Background: an optimization exercise with open tools, aiming at small area, a short achievable clock period and few clock cycles per item. Do not read the settings as production practice.
RTL that was checked went through simulation tests only; none was proved equivalent to the original.

==> job 438: inputs <==
// radix_string_to_integer_unit
module radix_string_to_integer_unit (
    input  logic                              i_clk,
    input  logic                              i_rst_n,
    input  logic                              i_valid,
    output logic                              o_ready,
    input  logic [7:0]                        i_ch,
    input  logic                              i_first,
    output logic                              o_valid,
    input  logic                              i_ready,
    output logic signed [rsti_pkg::VAL_W-1:0] o_value,
    input  logic                              i_cfg_we,
    input  logic [1:0]                        i_cfg_idx,
    input  logic [rsti_pkg::VAL_W-1:0]        i_cfg_data
);
    logic [7:0]                  r_booth;
    logic [4:0]                  r_rm1;
    logic [rsti_pkg::CNT_W-1:0]  r_digit_count;
    logic [rsti_pkg::VAL_W-1:0]  r_digits_low;
    logic [rsti_pkg::VAL_W-1:0]  r_digits_high;
    logic                        w_qvalid;
    rsti_pkg::t_tok              w_qtok;
    logic                        w_qpop;
    always_ff @(posedge i_clk) begin
        if (!i_rst_n) begin
            r_booth       <= rsti_pkg::booth(rsti_pkg::RST_RADIX);
            r_rm1         <= rsti_pkg::RST_RADIX - 5'd1;
            r_digit_count <= rsti_pkg::RST_DIGIT_COUNT;
            r_digits_low  <= rsti_pkg::RST_DIGITS_LOW;
            r_digits_high <= rsti_pkg::RST_DIGITS_HIGH;
        end else if (i_cfg_we) begin
            case (i_cfg_idx)
                rsti_pkg::REG_RADIX: begin
                    r_booth <= rsti_pkg::booth(i_cfg_data[4:0]);
                    r_rm1   <= i_cfg_data[4:0] - 5'd1;
                end
                rsti_pkg::REG_DIGIT_COUNT: r_digit_count <= i_cfg_data[4:0];
                rsti_pkg::REG_DIGITS_LOW:  r_digits_low  <= i_cfg_data;
                rsti_pkg::REG_DIGITS_HIGH: r_digits_high <= i_cfg_data;
                default: begin
                end
            endcase
        end
    end
    rsti_front u_front (
        .i_clk         (i_clk),
        .i_rst_n       (i_rst_n),
        .i_valid       (i_valid),
        .o_ready       (o_ready),
  ...
clock: 6.5 ns
lec_check: 0
abc_area: 1
cap_margin: 20
core_margin: 2
core_utilization: 55
place_density: 0.7
setup_slack_margin: 2.6
slew_margin: 20
standard.sh (not shown) runs the stock make flow with config.mk's settings and CLKGATE_MAP_FILE= SYNTH_SCRIPT=/design/flow/synth_recipe.tcl, a recipe that flattens the netlist after the stock synthesis.
==> flow/flow/run.sh <==
#!/bin/bash
# Own flow: the standard layout (standard.sh, unchanged synthesis), with
# two changes: every input and output port still gets its own buffer, but a
# plain sky130_fd_sc_hd__buf_1 rather than the delay cell buffer_ports picks
# by itself; and clock tree synthesis adds no dummy loads. standard.sh's
# output goes to standard.log; each ORFS step keeps its own log under
# orfs/logs/.
set -euo pipefail
bash standard.sh "BUFFER_PORTS_ARGS=-buffer_cell sky130_fd_sc_hd__buf_1" \
  "CTS_ARGS=-sink_clustering_enable -repair_clock_nets -dont_use_dummy_load" \
  finish > standard.log 2>&1
==> inputs of job 3517, as changes to job 438 <==
- ABC_AREA: 1 -> not set
- CORE_UTILIZATION: 55 -> 60
- PLACE_DENSITY: 0.7 -> 0.75
- SETUP_SLACK_MARGIN: 2.6 -> 2.2
==> comparison table <==
quantity                                                               job 438                 job 3517
Run status                                    no timing/DRC/antenna violations  no timing/DRC/antenna violations
Crit path to                                           u_back.r_lo[29]$_DFF_P_  u_back.r_hi[25]$_DFF_P_
Fraction of area in multi-input gates                                   60.82%                   65.53%
Global routing usage summed across all routing layers                   32.07%                   30.40%
Xor/xnor cell area share of the yosys netlist                           12.72%                   16.71%
Fraction of synthesized area in multiplexers                                0%                   1.009%
End of the worst register-to-register path             u_back.r_lo[29]$_DFF_P_  u_back.r_hi[25]$_DFF_P_
Area growth from synthesis to layout                                    15.01%                   9.685%
Via count of the first global-routing pass                              18.01k                   17.41k
Post-synthesis cell count                                                 2600                     2407
Final standard cell area without fillers                           0.02225 mm²              0.02191 mm²
Area share of the largest cell type after synthesis                     23.49%                   22.75%
Die extent in x                                                       191.6 µm                 186.5 µm
First-pass GRT wire length                                            94300 µm                 88020 µm
Testbench counts of job 438, summed over its fixed seeds: cycles 18,815, items 18,783.
Testbench counts of job 3517, summed over its fixed seeds: cycles 18,815, items 18,783.

========
==> inputs of build 1 <==
Starting RTL as in the previous note.
Design radix_string_to_integer_unit, start of the top module:
module radix_string_to_integer_unit (
    input  logic                              i_clk,
    input  logic                              i_rst_n,
    input  logic                              i_valid,
    output logic                              o_ready,
    input  logic [7:0]                        i_ch,
    input  logic                              i_first,
    output logic                              o_valid,
    input  logic                              i_ready,
    output logic signed [rsti_pkg::VAL_W-1:0] o_value,
    input  logic                              i_cfg_we,
    input  logic [1:0]                        i_cfg_idx,
    input  logic [rsti_pkg::VAL_W-1:0]        i_cfg_data
);
Settings: LEC_CHECK=0, ABC_AREA=1, CAP_MARGIN=20, CORE_MARGIN=2, CORE_UTILIZATION=55, PLACE_DENSITY=0.7, SETUP_SLACK_MARGIN=2.5, SLEW_MARGIN=20; clock period 6.5 ns.
Scripts as last shown in full above: flow/flow/run.sh
==> trial 24: changes against build 1 <==
--- a/flow/design.v
+++ b/flow/design.v
@@ -4,9 +4,6 @@
     localparam int CNT_W      = 5;
     localparam int VAL_W      = 64;
     localparam int LO_W       = 32;
-    localparam int Q_DEPTH    = 2;
-    localparam int Q_PTR_W    = 1;
-    localparam int Q_CNT_W    = 2;
     localparam logic [7:0] CH_MINUS = 8'h2D;
     localparam logic [7:0] CH_PLUS  = 8'h2B;
     localparam logic [7:0] CH_SPACE = 8'h20;
==> flow/flow/run.sh (replaced) <==
#!/bin/bash
# Own flow: the standard layout (standard.sh, unchanged synthesis), with
# two changes:
#  - every input and output port still gets its own buffer, but a plain
#    sky130_fd_sc_hd__buf_1 rather than the delay cell buffer_ports picks by
#    itself;
#  - clock tree synthesis adds no dummy loads and drives the register
#    clusters with sky130_fd_sc_hd__clkbuf_4 (the tree above them is as
#    usual).
# standard.sh's output goes to standard.log; each ORFS step keeps its own log
# under orfs/logs/.
set -euo pipefail
bash standard.sh "BUFFER_PORTS_ARGS=-buffer_cell sky130_fd_sc_hd__buf_1" \
  "CTS_ARGS=-sink_clustering_enable -repair_clock_nets -dont_use_dummy_load -sink_clustering_buffer sky130_fd_sc_hd__clkbuf_4" \
  finish > standard.log 2>&1
Settings changed: CORE_UTILIZATION 55 to 57, PLACE_DENSITY 0.7 to 0.72.
==> metrics.md <==
| Metric | Value |
|---|---|
| Period utilization | `59.4%` |
| Grt met3 use | `5.95%` |
| ClkCell Share | `3.35%` |
| Clock Skew | `0.0310 ns` |
| Status | `no timing/DRC/antenna violations` |
the above is filed under build 1

==> metrics.md <==
| Metric | Value |
|---|---|
| ClkCell Share | `3.07%` |
| Grt met3 use | `5.27%` |
| Period utilization | `60.5%` |
| Status | `no timing/DRC/antenna violations` |
the above is filed under trial 24

Testbench counts of build 1, summed over its fixed seeds: cycles 18,815, items 18,783.
Testbench counts of trial 24, summed over its fixed seeds: cycles 18,815, items 18,783.

========
==> 01-16: inputs <==
radix_string_to_integer_unit again, from the RTL that the note above started with.
// radix_string_to_integer_unit
module radix_string_to_integer_unit (
    input  logic                              i_clk,
    input  logic                              i_rst_n,
    input  logic                              i_valid,
    output logic                              o_ready,
    input  logic [7:0]                        i_ch,
    input  logic                              i_first,
    output logic                              o_valid,
    input  logic                              i_ready,
    output logic signed [rsti_pkg::VAL_W-1:0] o_value,
    input  logic                              i_cfg_we,
    input  logic [1:0]                        i_cfg_idx,
    input  logic [rsti_pkg::VAL_W-1:0]        i_cfg_data
);
make LEC_CHECK=0 CAP_MARGIN=20 CORE_MARGIN=2 CORE_UTILIZATION=70 PLACE_DENSITY=0.85 SETUP_SLACK_MARGIN=2.4 SLEW_MARGIN=20 finish   # period 6.5 ns
run.sh (not shown) runs the stock make flow with config.mk's settings and CLKGATE_MAP_FILE= SYNTH_SCRIPT=/design/flow/synth_recipe.tcl, a recipe that flattens the netlist after the stock synthesis.
Stock flow here: none of the scripts above is used.
==> inputs of 07-09, as changes to 01-16 <==
==> flow/flow/run.sh (new file) <==
#!/bin/bash
# Own flow: the standard layout (standard.sh, unchanged synthesis), with
# two changes: every input and output port still gets its own buffer, but a
# plain sky130_fd_sc_hd__buf_1 rather than the delay cell buffer_ports picks
# by itself; and clock tree synthesis adds no dummy loads. standard.sh's
# output goes to standard.log; each ORFS step keeps its own log under
# orfs/logs/.
set -euo pipefail
bash standard.sh "BUFFER_PORTS_ARGS=-buffer_cell sky130_fd_sc_hd__buf_1" \
  "CTS_ARGS=-sink_clustering_enable -repair_clock_nets -dont_use_dummy_load" \
  finish > standard.log 2>&1
==> flow/standard.sh (new file) <==
#!/bin/bash
# synth_recipe.tcl (not shown) runs the flow's synth.tcl, then flattens the netlist and writes it again
# the make line also repeats each setting of config.mk as NAME=value (left out here)
make -C /OpenROAD-flow-scripts/flow DESIGN_CONFIG=/design/flow/config.mk WORK_HOME=/design/flow/orfs CLKGATE_MAP_FILE= SYNTH_SCRIPT=/design/flow/synth_recipe.tcl "${@:-finish}"
--- a/flow/config.mk
+++ b/flow/config.mk
@@ -6,8 +6,9 @@
 export NUM_CORES = 4
 export LEC_CHECK = 0
+export ABC_AREA = 1
 export CAP_MARGIN = 20
 export CORE_MARGIN = 2
-export CORE_UTILIZATION = 70
-export PLACE_DENSITY = 0.85
-export SETUP_SLACK_MARGIN = 2.4
+export CORE_UTILIZATION = 60
+export PLACE_DENSITY = 0.75
+export SETUP_SLACK_MARGIN = 2.8
 export SLEW_MARGIN = 20
removed: flow/run.sh
==> comparison <==
- Between 01-16 and 07-09, the lower clock skew is in 01-16 (gap 0.0088 ns).
- Against 07-09, the synthesized cell count of 01-16 is lower by about 7%.
- In 07-09 the routed wire length is higher than in 01-16, by about 3.5%.
- Against 07-09, the global-route usage of 01-16 is higher by 2.7 points.
Testbench counts of 01-16, summed over its fixed seeds: cycles 18,815, items 18,783.
Testbench counts of 07-09, summed over its fixed seeds: cycles 18,815, items 18,783.

========
==> inputs of run D <==
==> flow/design.v <==
package rsti_pkg;
    localparam int MAX_DIGITS = 16;
    localparam int IDX_W      = 4;
    localparam int CNT_W      = 5;
    localparam int VAL_W      = 64;
    localparam int Q_DEPTH    = 2;
    localparam int Q_PTR_W    = 1;
    localparam int Q_CNT_W    = 2;
    localparam logic [7:0] CH_MINUS = 8'h2D;
    localparam logic [7:0] CH_PLUS  = 8'h2B;
    localparam logic [7:0] CH_SPACE = 8'h20;
    localparam logic [7:0] CH_LF    = 8'h0A;
    localparam logic [7:0] CH_TAB   = 8'h09;
    localparam logic [7:0] CH_CR    = 8'h0D;
    localparam logic [7:0] CH_VT    = 8'h0B;
    localparam logic [7:0] CH_FF    = 8'h0C;
    localparam logic [7:0] CH_NUL   = 8'h00;
    localparam logic [1:0] REG_RADIX       = 2'd0;
    localparam logic [1:0] REG_DIGIT_COUNT = 2'd1;
    localparam logic [1:0] REG_DIGITS_LOW  = 2'd2;
    localparam logic [1:0] REG_DIGITS_HIGH = 2'd3;
    localparam logic [4:0]  RST_RADIX       = 5'd10;
    localparam logic [4:0]  RST_DIGIT_COUNT = 5'd10;
    localparam logic [63:0] RST_DIGITS_LOW  = 64'h3736_3534_3332_3130;
    localparam logic [63:0] RST_DIGITS_HIGH = 64'h0000_0000_0000_3938;
    typedef enum logic [3:0] {
        PH_WS   = 4'b0001,
        PH_SIGN = 4'b0010,
        PH_DIG  = 4'b0100,
        PH_DONE = 4'b1000
    } t_phase;
    typedef struct packed {
        logic             first;
        logic             space;
        logic             minus;
        logic             plus;
        logic             hit;
        logic [3:0]       idx;
    } t_tok;
endpackage
module rsti_front (
    input  logic                        i_clk,
    input  logic                        i_rst_n,
    input  logic                        i_valid,
    output logic                        o_ready,
    input  logic [7:0]                  i_ch,
    input  logic                        i_first,
    input  logic [rsti_pkg::CNT_W-1:0]  i_digit_count,
    input  logic [2*rsti_pkg::VAL_W-1:0] i_alphabet,
    output logic                        o_qvalid,
    output rsti_pkg::t_tok              o_qtok,
    input  logic                        i_qpop
);
    rsti_pkg::t_tok                     w_tok;
    logic [rsti_pkg::CNT_W-1:0]         w_limit;
    logic                               w_push;
    logic [7:0]                         w_entry;
    logic [rsti_pkg::Q_DEPTH-1:0][8:0] r_q;
    logic [rsti_pkg::Q_PTR_W-1:0]       r_wr;
    logic [rsti_pkg::Q_PTR_W-1:0]       r_rd;
    logic [rsti_pkg::Q_CNT_W-1:0]       r_cnt;
    logic [rsti_pkg::Q_CNT_W-1:0]       n_cnt;
    always_comb begin
        w_limit = (i_digit_count > rsti_pkg::CNT_W'(rsti_pkg::MAX_DIGITS))
                ? rsti_pkg::CNT_W'(rsti_pkg::MAX_DIGITS) : i_digit_count;
        w_tok.first = i_first;
        w_tok.space = (i_ch == rsti_pkg::CH_SPACE) || (i_ch == rsti_pkg::CH_LF) ||
                      (i_ch == rsti_pkg::CH_TAB) || (i_ch == rsti_pkg::CH_CR) ||
                      (i_ch == rsti_pkg::CH_VT) || (i_ch == rsti_pkg::CH_FF);
        w_tok.minus = (i_ch == rsti_pkg::CH_MINUS);
        w_tok.plus  = (i_ch == rsti_pkg::CH_PLUS);
        w_tok.hit   = 1'b0;
        w_tok.idx   = '0;
        w_entry     = '0;
        for (int k = rsti_pkg::MAX_DIGITS - 1; k >= 0; k--) begin
            w_entry = i_alphabet[8*k +: 8];
            if ((rsti_pkg::CNT_W'(k) < w_limit) && (w_entry != rsti_pkg::CH_NUL) &&
                (w_entry == i_ch)) begin
                w_tok.hit = 1'b1;
                w_tok.idx = rsti_pkg::IDX_W'(k);
            end
        end
    end
    assign o_ready  = (r_cnt != rsti_pkg::Q_CNT_W'(rsti_pkg::Q_DEPTH));
    assign w_push   = i_valid && o_ready;
    assign o_qvalid = (r_cnt != '0);
    assign o_qtok   = r_q[r_rd];
    always_comb begin
        n_cnt = r_cnt;
        if (w_push && !i_qpop) begin
            n_cnt = r_cnt + 1'b1;
        end else if (!w_push && i_qpop) begin
            n_cnt = r_cnt - 1'b1;
        end
    end
    always_ff @(posedge i_clk) begin
        if (w_push) begin
            r_q[r_wr] <= w_tok;
        end
    end
    always_ff @(posedge i_clk) begin
        if (!i_rst_n) begin
            r_wr  <= '0;
            r_rd  <= '0;
            r_cnt <= '0;
        end else begin
            r_cnt <= n_cnt;
            if (w_push) begin
                r_wr <= r_wr + 1'b1;
            end
            if (i_qpop) begin
                r_rd <= r_rd + 1'b1;
            end
        end
    end
endmodule
module rsti_back (
    input  logic                          i_clk,
    input  logic                          i_rst_n,
    input  logic                          i_qvalid,
    input  rsti_pkg::t_tok                i_qtok,
    output logic                          o_qpop,
    input  logic [4:0]                    i_radix,
    output logic                          o_valid,
    input  logic                          i_ready,
    output logic signed [rsti_pkg::VAL_W-1:0] o_value
);
    rsti_pkg::t_phase               r_phase;
    rsti_pkg::t_phase               n_phase;
    rsti_pkg::t_phase               w_ph;
    logic                           r_par;
    logic                           n_par;
    logic                           w_par;
    logic [rsti_pkg::VAL_W-1:0]     r_acc;
    logic [rsti_pkg::VAL_W-1:0]     n_acc;
    logic [rsti_pkg::VAL_W-1:0]     w_acc;
    logic                           r_oval;
    logic                           n_oval;
    logic [rsti_pkg::VAL_W-1:0]     r_odata;
    logic [rsti_pkg::VAL_W-1:0]     n_odata;
    logic                           w_pop;
    logic                           w_pre;
    logic                           w_emit;
    logic                           w_dig;
    assign w_pop   = i_qvalid && (!r_oval || i_ready);
    assign o_qpop  = w_pop;
    assign o_valid = r_oval;
    assign o_value = r_odata;
    always_comb begin
        w_ph   = i_qtok.first ? rsti_pkg::PH_WS : r_phase;
        w_par  = i_qtok.first ? 1'b0 : r_par;
        w_acc  = i_qtok.first ? '0 : r_acc;
        w_pre  = (w_ph == rsti_pkg::PH_WS) || (w_ph == rsti_pkg::PH_SIGN);
        w_emit = 1'b0;
        w_dig  = 1'b0;
        n_phase = w_ph;
        n_par   = w_par;
        n_acc   = w_acc;
        if (w_ph == rsti_pkg::PH_DONE) begin
            n_phase = rsti_pkg::PH_DONE;
        end else if ((w_ph == rsti_pkg::PH_WS) && i_qtok.space) begin
            n_phase = rsti_pkg::PH_WS;
        end else if (w_pre && i_qtok.minus) begin
            n_phase = rsti_pkg::PH_SIGN;
            n_par   = ~w_par;
        end else if (w_pre && i_qtok.plus) begin
            n_phase = rsti_pkg::PH_SIGN;
        end else if (i_qtok.hit) begin
            w_dig   = 1'b1;
            n_phase = rsti_pkg::PH_DIG;
            n_acc   = rsti_pkg::VAL_W'(w_acc * {{(rsti_pkg::VAL_W-5){1'b0}}, i_radix})
                    + {{(rsti_pkg::VAL_W-rsti_pkg::IDX_W){1'b0}}, i_qtok.idx};
        end else begin
            w_emit  = 1'b1;
            n_phase = rsti_pkg::PH_DONE;
        end
    end
    always_comb begin
        n_oval  = r_oval;
        n_odata = r_odata;
        if (w_pop && w_emit) begin
            n_oval  = 1'b1;
            n_odata = w_par ? (rsti_pkg::VAL_W'(0) - w_acc) : w_acc;
        end else if (i_ready) begin
            n_oval  = 1'b0;
        end
    end
    always_ff @(posedge i_clk) begin
        r_odata <= n_odata;
        if (w_pop) begin
            r_acc <= n_acc;
        end
    end
    always_ff @(posedge i_clk) begin
        if (!i_rst_n) begin
            r_phase <= rsti_pkg::PH_DONE;
            r_par   <= 1'b0;
            r_oval  <= 1'b0;
        end else begin
            r_oval <= n_oval;
            if (w_pop) begin
                r_phase <= n_phase;
                r_par   <= n_par;
            end
        end
    end
endmodule
module radix_string_to_integer_unit (
    input  logic                              i_clk,
    input  logic                              i_rst_n,
    input  logic                              i_valid,
    output logic                              o_ready,
    input  logic [7:0]                        i_ch,
    input  logic                              i_first,
    output logic                              o_valid,
    input  logic                              i_ready,
    output logic signed [rsti_pkg::VAL_W-1:0] o_value,
    input  logic                              i_cfg_we,
    input  logic [1:0]                        i_cfg_idx,
    input  logic [rsti_pkg::VAL_W-1:0]        i_cfg_data
);
    logic [4:0]                  r_radix;
    logic [rsti_pkg::CNT_W-1:0]  r_digit_count;
    logic [rsti_pkg::VAL_W-1:0]  r_digits_low;
    logic [rsti_pkg::VAL_W-1:0]  r_digits_high;
    logic                        w_qvalid;
    rsti_pkg::t_tok              w_qtok;
    logic                        w_qpop;
    always_ff @(posedge i_clk) begin
        if (!i_rst_n) begin
            r_radix       <= rsti_pkg::RST_RADIX;
            r_digit_count <= rsti_pkg::RST_DIGIT_COUNT;
            r_digits_low  <= rsti_pkg::RST_DIGITS_LOW;
            r_digits_high <= rsti_pkg::RST_DIGITS_HIGH;
        end else if (i_cfg_we) begin
            case (i_cfg_idx)
                rsti_pkg::REG_RADIX:       r_radix       <= i_cfg_data[4:0];
                rsti_pkg::REG_DIGIT_COUNT: r_digit_count <= i_cfg_data[4:0];
                rsti_pkg::REG_DIGITS_LOW:  r_digits_low  <= i_cfg_data;
                rsti_pkg::REG_DIGITS_HIGH: r_digits_high <= i_cfg_data;
                default: begin
                end
            endcase
        end
    end
    rsti_front u_front (
        .i_clk         (i_clk),
        .i_rst_n       (i_rst_n),
        .i_valid       (i_valid),
        .o_ready       (o_ready),
        .i_ch          (i_ch),
        .i_first       (i_first),
        .i_digit_count (r_digit_count),
        .i_alphabet    ({r_digits_high, r_digits_low}),
        .o_qvalid      (w_qvalid),
        .o_qtok        (w_qtok),
        .i_qpop        (w_qpop)
    );
    rsti_back u_back (
        .i_clk    (i_clk),
        .i_rst_n  (i_rst_n),
        .i_qvalid (w_qvalid),
        .i_qtok   (w_qtok),
        .o_qpop   (w_qpop),
        .i_radix  (r_radix),
        .o_valid  (o_valid),
        .i_ready  (i_ready),
        .o_value  (o_value)
    );
endmodule
==> flow/run.sh <==
#!/bin/bash
# synth_recipe.tcl (not shown) runs the flow's synth.tcl, then flattens the netlist and writes it again
# the make line also repeats each setting of config.mk as NAME=value (left out here)
make -C /OpenROAD-flow-scripts/flow DESIGN_CONFIG=/design/flow/config.mk WORK_HOME=/design/flow/orfs CLKGATE_MAP_FILE= SYNTH_SCRIPT=/design/flow/synth_recipe.tcl finish
==> flow/config.mk <==
export PLATFORM = sky130hd
export DESIGN_NAME = radix_string_to_integer_unit
export DESIGN_NICKNAME = radix_string_to_integer_unit
export VERILOG_FILES = /design/flow/design.v
export SDC_FILE = /design/flow/constraint.sdc
export NUM_CORES = 4
export LEC_CHECK = 0
export CAP_MARGIN = 20
export CORE_MARGIN = 2
export CORE_UTILIZATION = 40
export PLACE_DENSITY = 0.6
export SLEW_MARGIN = 20
==> flow/constraint.sdc <==
create_clock -name core_clock -period 6.5 [get_ports {i_clk}]
set_input_delay 1.3000 -clock core_clock [delete_from_list [all_inputs] [get_ports {i_clk}]]
set_output_delay 1.3000 -clock core_clock [all_outputs]
set_load 0.01 [all_outputs]
==> inputs of run F, as changes to run D <==
--- a/flow/design.v
+++ b/flow/design.v
@@ -3,6 +3,7 @@
     localparam int IDX_W      = 4;
     localparam int CNT_W      = 5;
     localparam int VAL_W      = 64;
+    localparam int LO_W       = 30;
     localparam int Q_DEPTH    = 2;
     localparam int Q_PTR_W    = 1;
     localparam int Q_CNT_W    = 2;
@@ -52,17 +53,13 @@
     input  logic                        i_qpop
 );
     rsti_pkg::t_tok                     w_tok;
-    logic [rsti_pkg::CNT_W-1:0]         w_limit;
+    rsti_pkg::t_tok                     r_tok;
+    logic                               r_tvalid;
     logic                               w_push;
     logic [7:0]                         w_entry;
-    logic [rsti_pkg::Q_DEPTH-1:0][8:0] r_q;
-    logic [rsti_pkg::Q_PTR_W-1:0]       r_wr;
-    logic [rsti_pkg::Q_PTR_W-1:0]       r_rd;
-    logic [rsti_pkg::Q_CNT_W-1:0]       r_cnt;
-    logic [rsti_pkg::Q_CNT_W-1:0]       n_cnt;
+    logic                               w_big;
     always_comb begin
-        w_limit = (i_digit_count > rsti_pkg::CNT_W'(rsti_pkg::MAX_DIGITS))
-                ? rsti_pkg::CNT_W'(rsti_pkg::MAX_DIGITS) : i_digit_count;
+        w_big       = i_digit_count[4];
         w_tok.first = i_first;
         w_tok.space = (i_ch == rsti_pkg::CH_SPACE) || (i_ch == rsti_pkg::CH_LF) ||
                       (i_ch == rsti_pkg::CH_TAB) || (i_ch == rsti_pkg::CH_CR) ||
@@ -74,43 +71,27 @@
         w_entry     = '0;
         for (int k = rsti_pkg::MAX_DIGITS - 1; k >= 0; k--) begin
             w_entry = i_alphabet[8*k +: 8];
-            if ((rsti_pkg::CNT_W'(k) < w_limit) && (w_entry != rsti_pkg::CH_NUL) &&
+            if ((w_big || (4'(k) < i_digit_count[3:0])) && (w_entry != rsti_pkg::CH_NUL) &&
                 (w_entry == i_ch)) begin
                 w_tok.hit = 1'b1;
                 w_tok.idx = rsti_pkg::IDX_W'(k);
             end
         end
     end
-    assign o_ready  = (r_cnt != rsti_pkg::Q_CNT_W'(rsti_pkg::Q_DEPTH));
+    assign o_ready  = !r_tvalid || i_qpop;
     assign w_push   = i_valid && o_ready;
-    assign o_qvalid = (r_cnt != '0);
-    assign o_qtok   = r_q[r_rd];
-    always_comb begin
-        n_cnt = r_cnt;
-        if (w_push && !i_qpop) begin
-            n_cnt = r_cnt + 1'b1;
-        end else if (!w_push && i_qpop) begin
-            n_cnt = r_cnt - 1'b1;
-        end
-    end
+    assign o_qvalid = r_tvalid;
+    assign o_qtok   = r_tok;
     always_ff @(posedge i_clk) begin
         if (w_push) begin
-            r_q[r_wr] <= w_tok;
+            r_tok <= w_tok;
         end
     end
     always_ff @(posedge i_clk) begin
         if (!i_rst_n) begin
-            r_wr  <= '0;
-            r_rd  <= '0;
-            r_cnt <= '0;
-        end else begin
-            r_cnt <= n_cnt;
-            if (w_push) begin
-                r_wr <= r_wr + 1'b1;
-            end
-            if (i_qpop) begin
-                r_rd <= r_rd + 1'b1;
-            end
+            r_tvalid <= 1'b0;
+        end else if (o_ready) begin
+            r_tvalid <= i_valid;
         end
     end
 endmodule
@@ -125,37 +106,40 @@
     input  logic                          i_ready,
     output logic signed [rsti_pkg::VAL_W-1:0] o_value
 );
+    localparam int LO_W = rsti_pkg::LO_W;
+    localparam int HI_W = rsti_pkg::VAL_W - LO_W;
     rsti_pkg::t_phase               r_phase;
     rsti_pkg::t_phase               n_phase;
     rsti_pkg::t_phase               w_ph;
     logic                           r_par;
     logic                           n_par;
     logic                           w_par;
-    logic [rsti_pkg::VAL_W-1:0]     r_acc;
-    logic [rsti_pkg::VAL_W-1:0]     n_acc;
-    logic [rsti_pkg::VAL_W-1:0]     w_acc;
+    logic [LO_W-1:0]                r_lo;
+    logic [HI_W-1:0]                r_hi;
+    logic [LO_W+5:0]                w_lo_mac;
+    logic [HI_W-1:0]                w_hi_mac;
+    logic [LO_W+5:0]                w_dd;
+    logic [5:0]                     r_carry;
+    logic                           r_hdig;
     logic                           r_oval;
-    logic                           n_oval;
-    logic [rsti_pkg::VAL_W-1:0]     r_odata;
-    logic [rsti_pkg::VAL_W-1:0]     n_odata;
+    logic                           w_run;
     logic                           w_pop;
     logic                           w_pre;
     logic                           w_emit;
     logic                           w_dig;
-    assign w_pop   = i_qvalid && (!r_oval || i_ready);
+    assign w_run   = !r_oval || i_ready;
+    assign w_pop   = i_qvalid && w_run;
     assign o_qpop  = w_pop;
     assign o_valid = r_oval;
-    assign o_value = r_odata;
+    assign o_value = {r_hi, r_lo};
     always_comb begin
         w_ph   = i_qtok.first ? rsti_pkg::PH_WS : r_phase;
         w_par  = i_qtok.first ? 1'b0 : r_par;
-        w_acc  = i_qtok.first ? '0 : r_acc;
         w_pre  = (w_ph == rsti_pkg::PH_WS) || (w_ph == rsti_pkg::PH_SIGN);
         w_emit = 1'b0;
         w_dig  = 1'b0;
         n_phase = w_ph;
         n_par   = w_par;
-        n_acc   = w_acc;
         if (w_ph == rsti_pkg::PH_DONE) begin
             n_phase = rsti_pkg::PH_DONE;
         end else if ((w_ph == rsti_pkg::PH_WS) && i_qtok.space) begin
@@ -168,27 +152,32 @@
         end else if (i_qtok.hit) begin
             w_dig   = 1'b1;
             n_phase = rsti_pkg::PH_DIG;
-            n_acc   = rsti_pkg::VAL_W'(w_acc * {{(rsti_pkg::VAL_W-5){1'b0}}, i_radix})
-                    + {{(rsti_pkg::VAL_W-rsti_pkg::IDX_W){1'b0}}, i_qtok.idx};
         end else begin
             w_emit  = 1'b1;
             n_phase = rsti_pkg::PH_DONE;
         end
     end
     always_comb begin
-        n_oval  = r_oval;
-        n_odata = r_odata;
-        if (w_pop && w_emit) begin
-            n_oval  = 1'b1;
-            n_odata = w_par ? (rsti_pkg::VAL_W'(0) - w_acc) : w_acc;
-        end else if (i_ready) begin
-            n_oval  = 1'b0;
-        end
-    end
-    always_ff @(posedge i_clk) begin
-        r_odata <= n_odata;
+        w_dd     = w_par ? (LO_W+6)'(0) - (LO_W+6)'(i_qtok.idx) : (LO_W+6)'(i_qtok.idx);
+        w_lo_mac = (LO_W+6)'(r_lo * i_radix) + w_dd;
+        w_hi_mac = HI_W'(r_hi * i_radix) + {{(HI_W-6){r_carry[5]}}, r_carry};
+    end
+    always_ff @(posedge i_clk) begin
         if (w_pop) begin
-            r_acc <= n_acc;
+            if (i_qtok.first) begin
+                r_lo    <= w_dig ? w_dd[LO_W-1:0] : '0;
+                r_carry <= {6{w_dd[LO_W+5]}};
+            end else begin
+                if (w_dig) begin
+                    r_lo <= w_lo_mac[LO_W-1:0];
+                end
+                r_carry <= w_lo_mac[LO_W+5:LO_W];
+            end
+        end
+        if (w_pop && i_qtok.first) begin
+            r_hi <= '0;
+        end else if (w_run && r_hdig) begin
+            r_hi <= w_hi_mac;
         end
     end
     always_ff @(posedge i_clk) begin
@@ -196,11 +185,19 @@
             r_phase <= rsti_pkg::PH_DONE;
             r_par   <= 1'b0;
             r_oval  <= 1'b0;
+            r_hdig  <= 1'b0;
         end else begin
-            r_oval <= n_oval;
+            if (w_pop && w_emit) begin
+                r_oval <= 1'b1;
+            end else if (i_ready) begin
+                r_oval <= 1'b0;
+            end
             if (w_pop) begin
                 r_phase <= n_phase;
                 r_par   <= n_par;
+            end
+            if (w_run) begin
+                r_hdig <= w_pop && w_dig;
             end
         end
     end
==> inputs of run Y, as changes to run D <==
--- a/flow/design.v
+++ b/flow/design.v
@@ -52,17 +52,13 @@
     input  logic                        i_qpop
 );
     rsti_pkg::t_tok                     w_tok;
-    logic [rsti_pkg::CNT_W-1:0]         w_limit;
+    rsti_pkg::t_tok                     r_tok;
+    logic                               r_tvalid;
     logic                               w_push;
     logic [7:0]                         w_entry;
-    logic [rsti_pkg::Q_DEPTH-1:0][8:0] r_q;
-    logic [rsti_pkg::Q_PTR_W-1:0]       r_wr;
-    logic [rsti_pkg::Q_PTR_W-1:0]       r_rd;
-    logic [rsti_pkg::Q_CNT_W-1:0]       r_cnt;
-    logic [rsti_pkg::Q_CNT_W-1:0]       n_cnt;
+    logic                               w_big;
     always_comb begin
-        w_limit = (i_digit_count > rsti_pkg::CNT_W'(rsti_pkg::MAX_DIGITS))
-                ? rsti_pkg::CNT_W'(rsti_pkg::MAX_DIGITS) : i_digit_count;
+        w_big       = i_digit_count[4];
         w_tok.first = i_first;
         w_tok.space = (i_ch == rsti_pkg::CH_SPACE) || (i_ch == rsti_pkg::CH_LF) ||
                       (i_ch == rsti_pkg::CH_TAB) || (i_ch == rsti_pkg::CH_CR) ||
@@ -74,43 +70,27 @@
         w_entry     = '0;
         for (int k = rsti_pkg::MAX_DIGITS - 1; k >= 0; k--) begin
             w_entry = i_alphabet[8*k +: 8];
-            if ((rsti_pkg::CNT_W'(k) < w_limit) && (w_entry != rsti_pkg::CH_NUL) &&
+            if ((w_big || (4'(k) < i_digit_count[3:0])) && (w_entry != rsti_pkg::CH_NUL) &&
                 (w_entry == i_ch)) begin
                 w_tok.hit = 1'b1;
                 w_tok.idx = rsti_pkg::IDX_W'(k);
             end
         end
     end
-    assign o_ready  = (r_cnt != rsti_pkg::Q_CNT_W'(rsti_pkg::Q_DEPTH));
+    assign o_ready  = !r_tvalid || i_qpop;
     assign w_push   = i_valid && o_ready;
-    assign o_qvalid = (r_cnt != '0);
-    assign o_qtok   = r_q[r_rd];
-    always_comb begin
-        n_cnt = r_cnt;
-        if (w_push && !i_qpop) begin
-            n_cnt = r_cnt + 1'b1;
-        end else if (!w_push && i_qpop) begin
-            n_cnt = r_cnt - 1'b1;
-        end
-    end
+    assign o_qvalid = r_tvalid;
+    assign o_qtok   = r_tok;
     always_ff @(posedge i_clk) begin
         if (w_push) begin
-            r_q[r_wr] <= w_tok;
+            r_tok <= w_tok;
         end
     end
     always_ff @(posedge i_clk) begin
         if (!i_rst_n) begin
-            r_wr  <= '0;
-            r_rd  <= '0;
-            r_cnt <= '0;
-        end else begin
-            r_cnt <= n_cnt;
-            if (w_push) begin
-                r_wr <= r_wr + 1'b1;
-            end
-            if (i_qpop) begin
-                r_rd <= r_rd + 1'b1;
-            end
+            r_tvalid <= 1'b0;
+        end else if (o_ready) begin
+            r_tvalid <= i_valid;
         end
     end
 endmodule
@@ -132,12 +112,10 @@
     logic                           n_par;
     logic                           w_par;
     logic [rsti_pkg::VAL_W-1:0]     r_acc;
-    logic [rsti_pkg::VAL_W-1:0]     n_acc;
     logic [rsti_pkg::VAL_W-1:0]     w_acc;
+    logic [rsti_pkg::VAL_W-1:0]     w_mac;
+    logic [rsti_pkg::VAL_W-1:0]     w_add;
     logic                           r_oval;
-    logic                           n_oval;
-    logic [rsti_pkg::VAL_W-1:0]     r_odata;
-    logic [rsti_pkg::VAL_W-1:0]     n_odata;
     logic                           w_pop;
     logic                           w_pre;
     logic                           w_emit;
@@ -145,17 +123,15 @@
     assign w_pop   = i_qvalid && (!r_oval || i_ready);
     assign o_qpop  = w_pop;
     assign o_valid = r_oval;
-    assign o_value = r_odata;
+    assign o_value = r_acc;
     always_comb begin
         w_ph   = i_qtok.first ? rsti_pkg::PH_WS : r_phase;
         w_par  = i_qtok.first ? 1'b0 : r_par;
-        w_acc  = i_qtok.first ? '0 : r_acc;
         w_pre  = (w_ph == rsti_pkg::PH_WS) || (w_ph == rsti_pkg::PH_SIGN);
         w_emit = 1'b0;
         w_dig  = 1'b0;
         n_phase = w_ph;
         n_par   = w_par;
-        n_acc   = w_acc;
         if (w_ph == rsti_pkg::PH_DONE) begin
             n_phase = rsti_pkg::PH_DONE;
         end else if ((w_ph == rsti_pkg::PH_WS) && i_qtok.space) begin
@@ -168,27 +144,21 @@
         end else if (i_qtok.hit) begin
             w_dig   = 1'b1;
             n_phase = rsti_pkg::PH_DIG;
-            n_acc   = rsti_pkg::VAL_W'(w_acc * {{(rsti_pkg::VAL_W-5){1'b0}}, i_radix})
-                    + {{(rsti_pkg::VAL_W-rsti_pkg::IDX_W){1'b0}}, i_qtok.idx};
         end else begin
             w_emit  = 1'b1;
             n_phase = rsti_pkg::PH_DONE;
         end
     end
     always_comb begin
-        n_oval  = r_oval;
-        n_odata = r_odata;
-        if (w_pop && w_emit) begin
-            n_oval  = 1'b1;
-            n_odata = w_par ? (rsti_pkg::VAL_W'(0) - w_acc) : w_acc;
-        end else if (i_ready) begin
-            n_oval  = 1'b0;
-        end
-    end
-    always_ff @(posedge i_clk) begin
-        r_odata <= n_odata;
+        w_acc = i_qtok.first ? '0 : r_acc;
+        w_add = w_par ? ~{{(rsti_pkg::VAL_W-rsti_pkg::IDX_W){1'b0}}, i_qtok.idx}
+                      :  {{(rsti_pkg::VAL_W-rsti_pkg::IDX_W){1'b0}}, i_qtok.idx};
+        w_mac = rsti_pkg::VAL_W'(w_acc * {{(rsti_pkg::VAL_W-5){1'b0}}, i_radix})
+              + w_add + {{(rsti_pkg::VAL_W-1){1'b0}}, w_par};
+    end
+    always_ff @(posedge i_clk) begin
         if (w_pop) begin
-            r_acc <= n_acc;
+            r_acc <= w_dig ? w_mac : w_acc;
         end
     end
     always_ff @(posedge i_clk) begin
@@ -197,7 +167,11 @@
             r_par   <= 1'b0;
             r_oval  <= 1'b0;
         end else begin
-            r_oval <= n_oval;
+            if (w_pop && w_emit) begin
+                r_oval <= 1'b1;
+            end else if (i_ready) begin
+                r_oval <= 1'b0;
+            end
             if (w_pop) begin
                 r_phase <= n_phase;
                 r_par   <= n_par;
==> results.txt <==
Between run D and run Y, the lower worst hold slack is in run D (gap 9.1 ps).
Area after synthesis: run Y < run F < run D.
The highest fmax belongs to run Y, the lowest to run F.
Wire length, lowest first: run Y, run F, run D.
Against run Y, the sequential share of layout area of run F is lower by 1.2 points.
In run D the core utilization is lower than in run F, by 2.0 points.
In run F the flip-flop and latch count is higher than in run Y, by 7.
Run F passed the timing, DRC and antenna checks. Run D produced a clean layout. Run Y produced a clean layout.
Global-route usage: run D is lower than run F (0.38 points).
Testbench counts of run D, summed over its fixed seeds: cycles 18,815, items 18,783.
Only the layout flow was run in run F and run Y; the RTL was not checked for function there.

-- separate check: timing with driven ports --
In the flow no input, the clock included, has a driving cell. The finished layouts below were timed again as built, in two steps.
Step 1: set_driving_cell puts a clkbuf_16 on i_clk and a buf_2 on each other input, an assumption about the parent block.
Step 2 also shifts input and output timing later by t, the mid clock arrival at the registers, as if the neighbouring blocks saw the same clock.
Three values: ideal ports, drivers, drivers and shift; two values: the first two.
run	t (ns)	setup slack, ns	hold WS [ns]	clock arrival spread, ns	pins driven straight from the clock port
job 438	0.604	2.507 / 2.507 / 2.497	0.444 / 0.444 / 0.444	0.078 / 0.078	1
job 3517	0.599	2.280 / 2.280 / 2.230	0.475 / 0.475 / 0.475	0.082 / 0.082	1
build 1	0.623	2.638 / 2.638 / 2.198	0.458 / 0.458 / 0.458	0.036 / 0.036	1
trial 24	0.570	2.569 / 2.569 / 2.569	0.457 / 0.457 / 0.457	0.039 / 0.040	1
01-16	0.614	2.128 / 2.128 / 2.002	0.475 / 0.475 / 0.475	0.019 / 0.020	1
07-09	0.599	2.485 / 2.485 / 2.485	0.466 / 0.466 / 0.466	0.029 / 0.029	1
run D	0.633	0.346 / 0.346 / 0.346	0.484 / 0.484 / 0.484	0.040 / 0.040	1
run F	0.629	0.204 / 0.204 / 0.204	0.484 / 0.484 / 0.484	0.046 / 0.046	1
run Y	0.627	0.435 / 0.435 / 0.435	0.493 / 0.493 / 0.493	0.031 / 0.031	1
After both steps every run listed still meets setup and hold. For build 1, which loses most, drivers alone change the setup slack by 0.000 ns; drivers and shift together by -0.440 ns.
